This design comes from an exercise in tuning for small area, a short achievable clock period and few clock cycles per item on the open sky130 flow, not from production work. At most, simulation tests tie the RTL to the original design; equivalence was not proved. Power figures rest on the tool's default switching activity, not on a simulated workload.

Design alu_exec_top, start of the top module:
module alu_exec_top (
  input  logic                           in_clk,
  input  logic                           in_rst,
  input  logic [alu_pkg::APB_ADDR_W-1:0] paddr_i,
  input  logic                           psel_i,
  input  logic                           penable_i,
  input  logic                           pwrite_i,
  input  logic [alu_pkg::XLEN-1:0]       pwdata_i,
  output logic [alu_pkg::XLEN-1:0]       prdata_o,
  output logic                           pready_o,
  output logic                           pslverr_o
);
Size: about 3400 cells after synthesis, about 1100 flip-flops, roughly 83 I/O pins, roughly 49000 µm² of cells after synthesis.
==> module alu_execute, before the edit <==
module alu_execute (
  input  logic [alu_pkg::CTL_W-1:0] ctl_i,
  input  logic [alu_pkg::XLEN-1:0] opa_i,
  input  logic [alu_pkg::XLEN-1:0] opb_i,
  output logic [alu_pkg::XLEN-1:0] result_o
);
  localparam int W = alu_pkg::XLEN;
  logic [W-1:0] b_inv;
  logic [W:0]   sum;
  logic         ltu;
  logic         lts;
  logic [W-1:0] a_rev;
  logic [W-1:0] sh_in;
  logic [W-1:0] sh_out;
  logic [W-1:0] sh_rev;
  logic         fill;
  assign b_inv = opb_i ^ {W{ctl_i[alu_pkg::CTL_SUB]}};
  assign sum   = {1'b0, opa_i} + {1'b0, b_inv} + {{W{1'b0}}, ctl_i[alu_pkg::CTL_SUB]};
  assign ltu   = ~sum[W];
  assign lts   = (opa_i[W-1] ^ opb_i[W-1]) ? opa_i[W-1] : ltu;
  always_comb begin
    for (int i = 0; i < W; i++) a_rev[i] = opa_i[W-1-i];
  end
  assign sh_in  = ctl_i[alu_pkg::CTL_SLL] ? a_rev : opa_i;
  assign fill   = ctl_i[alu_pkg::CTL_SRA] & opa_i[W-1];
  assign sh_out = W'($signed({fill, sh_in}) >>> opb_i[4:0]);
  always_comb begin
    for (int i = 0; i < W; i++) sh_rev[i] = sh_out[W-1-i];
  end
  assign result_o = ({W{ctl_i[alu_pkg::CTL_ADD]}}               & sum[W-1:0])
                  | ({W{ctl_i[alu_pkg::CTL_SLT]}}               & {{(W-1){1'b0}}, lts})
                  | ({W{ctl_i[alu_pkg::CTL_SLTU]}}              & {{(W-1){1'b0}}, ltu})
                  | ({W{ctl_i[alu_pkg::CTL_XOR]}}              & (opa_i ^ opb_i))
                  | ({W{ctl_i[alu_pkg::CTL_OR]}}               & (opa_i | opb_i))
                  | ({W{ctl_i[alu_pkg::CTL_AND]}}              & (opa_i & opb_i))
                  | ({W{ctl_i[alu_pkg::CTL_SLL]}}               & sh_rev)
                  | ({W{ctl_i[alu_pkg::CTL_SRL] | ctl_i[alu_pkg::CTL_SRA]}}   & sh_out)
                  | ({W{ctl_i[alu_pkg::CTL_PASSB]}}             & opb_i);
endmodule
==> module alu_apb_slave, before the edit <==
module alu_apb_slave (
  input  logic                            in_clk,
  input  logic                            in_rst,
  input  logic [alu_pkg::APB_ADDR_W-1:0]  paddr_i,
  input  logic                            psel_i,
  input  logic                            penable_i,
  input  logic                            pwrite_i,
  input  logic [alu_pkg::XLEN-1:0]        pwdata_i,
  input  logic [alu_pkg::CTL_W-1:0]        ctl_i,
  input  logic                            use_imm_i,
  input  logic                            lui_i,
  input  logic                            illegal_i,
  output logic                            pready_o,
  output logic                            pslverr_o,
  output logic                            access_o,
  output logic [alu_pkg::REG_ADDR_W-1:0]  raddr_s_o,
  output logic [alu_pkg::REG_ADDR_W-1:0]  rs2_o,
  output logic [alu_pkg::REG_ADDR_W-1:0]  wreg_o,
  output logic                            bus_we_o,
  output logic                            alu_go_o,
  output logic [alu_pkg::CTL_W-1:0]        ctl_o,
  output logic                            use_imm_o,
  output logic                            lui_o
);
  logic setup;
  logic instr_hit;
  logic reg_hit;
  logic instr_ok;
  logic access_q;
  logic err_q;
  logic buswr_q;
  logic instr_q;
  assign setup = psel_i & ~penable_i;
  assign instr_hit = (paddr_i == alu_pkg::ADDR_INSTR);
  assign reg_hit   = (paddr_i[alu_pkg::APB_ADDR_W-1:7] == 5'b00001) && (paddr_i[1:0] == 2'b00);
  assign instr_ok  = instr_hit & pwrite_i & ~illegal_i;
  assign raddr_s_o = paddr_i[7] ? paddr_i[6:2] : pwdata_i[19:15];
  always_ff @(posedge in_clk or negedge in_rst) begin
    if (!in_rst) begin
      access_q <= 1'b0;
      alu_go_o <= 1'b0;
    end else begin
      access_q <= setup;
      alu_go_o <= access_q & instr_q;
    end
  end
  always_ff @(posedge in_clk) begin
    if (setup) begin
      err_q     <= ~(instr_ok | reg_hit);
      buswr_q   <= reg_hit & pwrite_i;
      instr_q   <= instr_ok & (pwdata_i[11:7] != '0);
      wreg_o    <= paddr_i[7] ? paddr_i[6:2] : pwdata_i[11:7];
      rs2_o     <= pwdata_i[24:20];
      ctl_o     <= ctl_i;
      use_imm_o <= use_imm_i;
      lui_o     <= lui_i;
    end
  end
  assign access_o  = access_q;
  assign pready_o  = access_q;
  assign pslverr_o = err_q;
  assign bus_we_o  = access_q & buswr_q;
endmodule
export LEC_CHECK = 0
export CAP_MARGIN = 20
export CELL_PAD_IN_SITES_DETAIL_PLACEMENT = 1
export CELL_PAD_IN_SITES_GLOBAL_PLACEMENT = 2
export CORE_MARGIN = 2
export CORE_UTILIZATION = 40
export CTS_BUF_LIST = sky130_fd_sc_hd__clkbuf_8
export CTS_CLUSTER_DIAMETER = 50
export CTS_CLUSTER_SIZE = 16
export PLACE_DENSITY = 0.6
export SETUP_SLACK_MARGIN = 4
export SLEW_MARGIN = 20
create_clock -name core_clock -period 8.0 [get_ports {in_clk}]
run.sh (not shown) runs the stock make flow with config.mk's settings and CLKGATE_MAP_FILE= SYNTH_SCRIPT=/design/flow/synth_recipe.tcl, a recipe that flattens the netlist after the stock synthesis.
Testbench counts at the start, summed over its fixed seeds: cycles 49,008, transfers 24,504.
Change:
--- a/flow/design.v
+++ b/flow/design.v
@@ -139,46 +139,38 @@
   end
 endmodule
 `timescale 1ns/10ps
 module alu_execute (
   input  logic [alu_pkg::CTL_W-1:0] ctl_i,
-  input  logic [alu_pkg::XLEN-1:0] opa_i,
-  input  logic [alu_pkg::XLEN-1:0] opb_i,
-  output logic [alu_pkg::XLEN-1:0] result_o
+  input  logic [alu_pkg::XLEN-1:0]  opa_i,
+  input  logic [alu_pkg::XLEN-1:0]  opb_i,
+  output logic [alu_pkg::XLEN-1:0]  result_o
 );
   localparam int W = alu_pkg::XLEN;
   logic [W-1:0] b_inv;
   logic [W:0]   sum;
   logic         ltu;
   logic         lts;
-  logic [W-1:0] a_rev;
-  logic [W-1:0] sh_in;
-  logic [W-1:0] sh_out;
-  logic [W-1:0] sh_rev;
+  logic [W-1:0] shl;
+  logic [W-1:0] shr;
   logic         fill;
   assign b_inv = opb_i ^ {W{ctl_i[alu_pkg::CTL_SUB]}};
   assign sum   = {1'b0, opa_i} + {1'b0, b_inv} + {{W{1'b0}}, ctl_i[alu_pkg::CTL_SUB]};
   assign ltu   = ~sum[W];
   assign lts   = (opa_i[W-1] ^ opb_i[W-1]) ? opa_i[W-1] : ltu;
-  always_comb begin
-    for (int i = 0; i < W; i++) a_rev[i] = opa_i[W-1-i];
-  end
-  assign sh_in  = ctl_i[alu_pkg::CTL_SLL] ? a_rev : opa_i;
-  assign fill   = ctl_i[alu_pkg::CTL_SRA] & opa_i[W-1];
-  assign sh_out = W'($signed({fill, sh_in}) >>> opb_i[4:0]);
-  always_comb begin
-    for (int i = 0; i < W; i++) sh_rev[i] = sh_out[W-1-i];
-  end
-  assign result_o = ({W{ctl_i[alu_pkg::CTL_ADD]}}               & sum[W-1:0])
-                  | ({W{ctl_i[alu_pkg::CTL_SLT]}}               & {{(W-1){1'b0}}, lts})
-                  | ({W{ctl_i[alu_pkg::CTL_SLTU]}}              & {{(W-1){1'b0}}, ltu})
-                  | ({W{ctl_i[alu_pkg::CTL_XOR]}}              & (opa_i ^ opb_i))
-                  | ({W{ctl_i[alu_pkg::CTL_OR]}}               & (opa_i | opb_i))
-                  | ({W{ctl_i[alu_pkg::CTL_AND]}}              & (opa_i & opb_i))
-                  | ({W{ctl_i[alu_pkg::CTL_SLL]}}               & sh_rev)
-                  | ({W{ctl_i[alu_pkg::CTL_SRL] | ctl_i[alu_pkg::CTL_SRA]}}   & sh_out)
-                  | ({W{ctl_i[alu_pkg::CTL_PASSB]}}             & opb_i);
+  assign fill = ctl_i[alu_pkg::CTL_SRA] & opa_i[W-1];
+  assign shl  = opa_i << opb_i[4:0];
+  assign shr  = W'($signed({fill, opa_i}) >>> opb_i[4:0]);
+  assign result_o = ({W{ctl_i[alu_pkg::CTL_ADD]}}   & sum[W-1:0])
+                  | ({W{ctl_i[alu_pkg::CTL_SLT]}}   & {{(W-1){1'b0}}, lts})
+                  | ({W{ctl_i[alu_pkg::CTL_SLTU]}}  & {{(W-1){1'b0}}, ltu})
+                  | ({W{ctl_i[alu_pkg::CTL_XOR]}}   & (opa_i ^ opb_i))
+                  | ({W{ctl_i[alu_pkg::CTL_OR]}}    & (opa_i | opb_i))
+                  | ({W{ctl_i[alu_pkg::CTL_AND]}}   & (opa_i & opb_i))
+                  | ({W{ctl_i[alu_pkg::CTL_SLL]}}   & shl)
+                  | ({W{ctl_i[alu_pkg::CTL_SRL] | ctl_i[alu_pkg::CTL_SRA]}} & shr)
+                  | ({W{ctl_i[alu_pkg::CTL_PASSB]}} & opb_i);
 endmodule
 `timescale 1ns/10ps
 module alu_apb_slave (
   input  logic                            in_clk,
   input  logic                            in_rst,
@@ -224,20 +216,18 @@
       access_q <= setup;
       alu_go_o <= access_q & instr_q;
     end
   end
   always_ff @(posedge in_clk) begin
-    if (setup) begin
-      err_q     <= ~(instr_ok | reg_hit);
-      buswr_q   <= reg_hit & pwrite_i;
-      instr_q   <= instr_ok & (pwdata_i[11:7] != '0);
-      wreg_o    <= paddr_i[7] ? paddr_i[6:2] : pwdata_i[11:7];
-      rs2_o     <= pwdata_i[24:20];
-      ctl_o     <= ctl_i;
-      use_imm_o <= use_imm_i;
-      lui_o     <= lui_i;
-    end
+    err_q     <= ~(instr_ok | reg_hit);
+    buswr_q   <= reg_hit & pwrite_i;
+    instr_q   <= instr_ok & (pwdata_i[11:7] != '0);
+    wreg_o    <= paddr_i[7] ? paddr_i[6:2] : pwdata_i[11:7];
+    rs2_o     <= pwdata_i[24:20];
+    ctl_o     <= ctl_i;
+    use_imm_o <= use_imm_i;
+    lui_o     <= lui_i;
   end
   assign access_o  = access_q;
   assign pready_o  = access_q;
   assign pslverr_o = err_q;
   assign bus_we_o  = access_q & buswr_q;
=> The changed run completed without violations; hold slack gets worse by 0.025 ns; via count rose by 3.4%; worst setup slack loses 0.041 ns; total power drops by 21%; clock skew drops by 0.027 ns; routed wire length climbs by 5.2%; clock-buffer cell count increases by 2; non-clock buffer count rises by 77; combinational power decreases by 83%; fmax is lower by 1.0%; register-to-register slack gets worse by 0.06 ns; global-route usage goes up by 2.1 points.
Only the layout flow was run in the second run of this note; the RTL was not checked for function there.


Setup of run Z:
alu_exec_top, a different RTL version from the one above (not shown whole).
Size in the first run: roughly 3300 cells after synthesis, about 1200 flip-flops, about 83 I/O pins, roughly 0.049 mm^2 of cells after synthesis.
==> module alu_exec_top, before the edit <==
module alu_exec_top (
  input  logic                           in_clk,
  input  logic                           in_rst,
  input  logic [alu_pkg::APB_ADDR_W-1:0] paddr_i,
  input  logic                           psel_i,
  input  logic                           penable_i,
  input  logic                           pwrite_i,
  input  logic [alu_pkg::XLEN-1:0]       pwdata_i,
  output logic [alu_pkg::XLEN-1:0]       prdata_o,
  output logic                           pready_o,
  output logic                           pslverr_o
);
  localparam int W = alu_pkg::XLEN;
  logic [alu_pkg::CTL_W-1:0]      dec_ctl;
  logic                           dec_use_imm;
  logic                           dec_lui;
  logic                           dec_illegal;
  logic [alu_pkg::CTL_W-1:0]      ctl;
  logic                           use_imm;
  logic                           lui;
  logic                           access;
  logic [alu_pkg::REG_ADDR_W-1:0] raddr_s;
  logic [alu_pkg::REG_ADDR_W-1:0] rs2;
  logic [alu_pkg::REG_ADDR_W-1:0] wreg;
  logic [alu_pkg::REG_ADDR_W-1:0] raddr;
  logic                           bus_wr;
  logic                           alu_go;
  logic [W-1:0]                   port;
  logic [W-1:0]                   imm;
  logic [W-1:0]                   opa_q;
  logic                           byp_q;
  logic [W-1:0]                   opa;
  logic [W-1:0]                   opb_q;
  logic [W-1:0]                   result;
  logic                           wb_pend_q;
  logic [alu_pkg::REG_ADDR_W-1:0] wb_addr_q;
  logic [W-1:0]                   wb_data_q;
  alu_decoder u_decoder (
    .instr_i   (pwdata_i),
    .ctl_o     (dec_ctl),
    .use_imm_o (dec_use_imm),
    .lui_o     (dec_lui),
    .illegal_o (dec_illegal)
  );
  alu_apb_slave u_apb_slave (
    .in_clk    (in_clk),
    .in_rst    (in_rst),
    .paddr_i   (paddr_i),
    .psel_i    (psel_i),
    .penable_i (penable_i),
    .pwrite_i  (pwrite_i),
    .pwdata_i  (pwdata_i),
    .ctl_i     (dec_ctl),
    .use_imm_i (dec_use_imm),
    .lui_i     (dec_lui),
    .illegal_i (dec_illegal),
    .pready_o  (pready_o),
    .pslverr_o (pslverr_o),
    .access_o  (access),
    .raddr_s_o (raddr_s),
    .rs2_o     (rs2),
    .wreg_o    (wreg),
    .bus_wr_o  (bus_wr),
    .alu_go_o  (alu_go),
    .ctl_o     (ctl),
    .use_imm_o (use_imm),
    .lui_o     (lui)
  );
  assign raddr = access ? rs2 : raddr_s;
  alu_regfile u_regfile (
    .in_clk  (in_clk),
    .in_rst  (in_rst),
    .raddr_i (raddr),
    .we_i    (wb_pend_q),
    .waddr_i (wb_addr_q),
    .wdata_i (wb_data_q),
    .rdata_o (port)
  );
  assign imm = lui ? {pwdata_i[31:12], 12'b0} : {{(W-12){pwdata_i[31]}}, pwdata_i[31:20]};
  assign opa = byp_q ? wb_data_q : opa_q;
  always_ff @(posedge in_clk) begin
    if (!access) begin
      byp_q <= alu_go && (raddr == wreg);
    end
    opa_q <= access ? opa : port;
    opb_q <= use_imm ? imm : port;
  end
  assign prdata_o = opa;
  alu_execute u_execute (
    .ctl_i    (ctl),
    .opa_i    (opa_q),
    .opb_i    (opb_q),
    .result_o (result)
  );
  always_ff @(posedge in_clk or negedge in_rst) begin
    if (!in_rst) begin
      wb_pend_q <= 1'b0;
    end else begin
      wb_pend_q <= alu_go | bus_wr;
    end
  end
  always_ff @(posedge in_clk) begin
    if (alu_go || bus_wr) begin
      wb_addr_q <= wreg;
      wb_data_q <= alu_go ? result : pwdata_i;
    end
  end
endmodule
clock: 8.0 ns
lec_check: 0
cap_margin: 20
cell_pad_in_sites_detail_placement: 1
cell_pad_in_sites_global_placement: 2
core_margin: 2
core_utilization: 52
cts_buf_list: sky130_fd_sc_hd__clkbuf_8
cts_cluster_diameter: 50
cts_cluster_size: 16
place_density: 0.68
setup_slack_margin: 4
slew_margin: 20
standard.sh (not shown) runs the stock make flow with config.mk's settings and CLKGATE_MAP_FILE= SYNTH_SCRIPT=/design/flow/synth_recipe.tcl, a recipe that flattens the netlist after the stock synthesis.
==> flow/flow/run.sh <==
#!/bin/bash
# The standard layout with extra ORFS settings on make's command line
set -euo pipefail
bash standard.sh 'BUFFER_PORTS_ARGS=-buffer_cell sky130_fd_sc_hd__buf_4' finish > make_finish.log 2>&1
Testbench counts of run Z, summed over its fixed seeds: cycles 49,008, transfers 24,504.
For run P, these inputs were changed with respect to run Z:
--- a/flow/design.v
+++ b/flow/design.v
@@ -323,7 +323,5 @@
   assign opa = byp_q ? wb_data_q : opa_q;
   always_ff @(posedge in_clk) begin
-    if (!access) begin
-      byp_q <= alu_go && (raddr == wreg);
-    end
+    byp_q <= alu_go && (raddr == wreg);
     opa_q <= access ? opa : port;
     opb_q <= use_imm ? imm : port;
@@ -344,8 +342,6 @@
   end
   always_ff @(posedge in_clk) begin
-    if (alu_go || bus_wr) begin
-      wb_addr_q <= wreg;
-      wb_data_q <= alu_go ? result : pwdata_i;
-    end
+    wb_addr_q <= wreg;
+    wb_data_q <= alu_go ? result : pwdata_i;
   end
 endmodule
Run Z → run P: worst stage delay on the critical path went down, utilization went down, relative contribution of the clock network to total power went down, synthesized area went up, highest net fanout along the worst path went up. Relative to run Z, the mean post-synth cell area of run P is lower by 0.058 um^2. Sort run P and run Z by synthesis-to-layout area growth, descending, and run Z comes first. Between run P and run Z, the routing usage on met1 is higher for run Z. Run Z -> run P: final sequential cell count delta 0, exact match. Of run P and run Z, it is run P that has the higher area used by multi-input combinational logic. Summary of run P over run Z: power per unit of standard cell area now sits higher, total power now sits at about the same level, worst setup slack after layout now sits at about the same level, combinational share of power now sits at about the same level.
Testbench counts of run P, summed over its fixed seeds: cycles 49,008, transfers 24,504.

==> what the ideal ports hide <==
The results above use ideal ports. As a check the final layouts listed here were re-extracted and re-timed, cells and wires unchanged. Step 1 assumes that a clkbuf_16 drives the clock port and a buf_2 every other input. Step 2, shift: input delay + t, output delay - t, t = (earliest + latest rising clock arrival at the registers) / 2. This alone moves slack from input paths to output paths. Slacks: ideal ports / drivers / drivers and shift; pairs: ideal ports / drivers.
| run | t (ns) | setup WS [ns] | worst hold slack (ns) | worst setup path at the end | slew at the worst register clock pin (ns) |
|---|---|---|---|---|---|
| the first run of note 1 | 0.927 | 3.945 / 3.935 / 3.008 | 0.473 / 0.473 / 0.473 | input to register | 0.10 / 0.10 |
| the second run of note 1 | 0.897 | 3.904 / 3.950 / 3.053 | 0.448 / 0.448 / 0.448 | input to register | 0.10 / 0.10 |
| run Z | 0.891 | 3.919 / 3.848 / 3.090 | 0.467 / 0.467 / 0.467 | input to register | 0.10 / 0.10 |
| run P | 0.887 | 3.920 / 3.935 / 3.048 | 0.370 / 0.370 / 0.370 | input to register | 0.11 / 0.11 |
After both steps setup and hold are still met in every run listed. The setup slack of the first run of note 1, which loses most, moves by -0.010 ns with the drivers and by -0.937 ns with both steps.
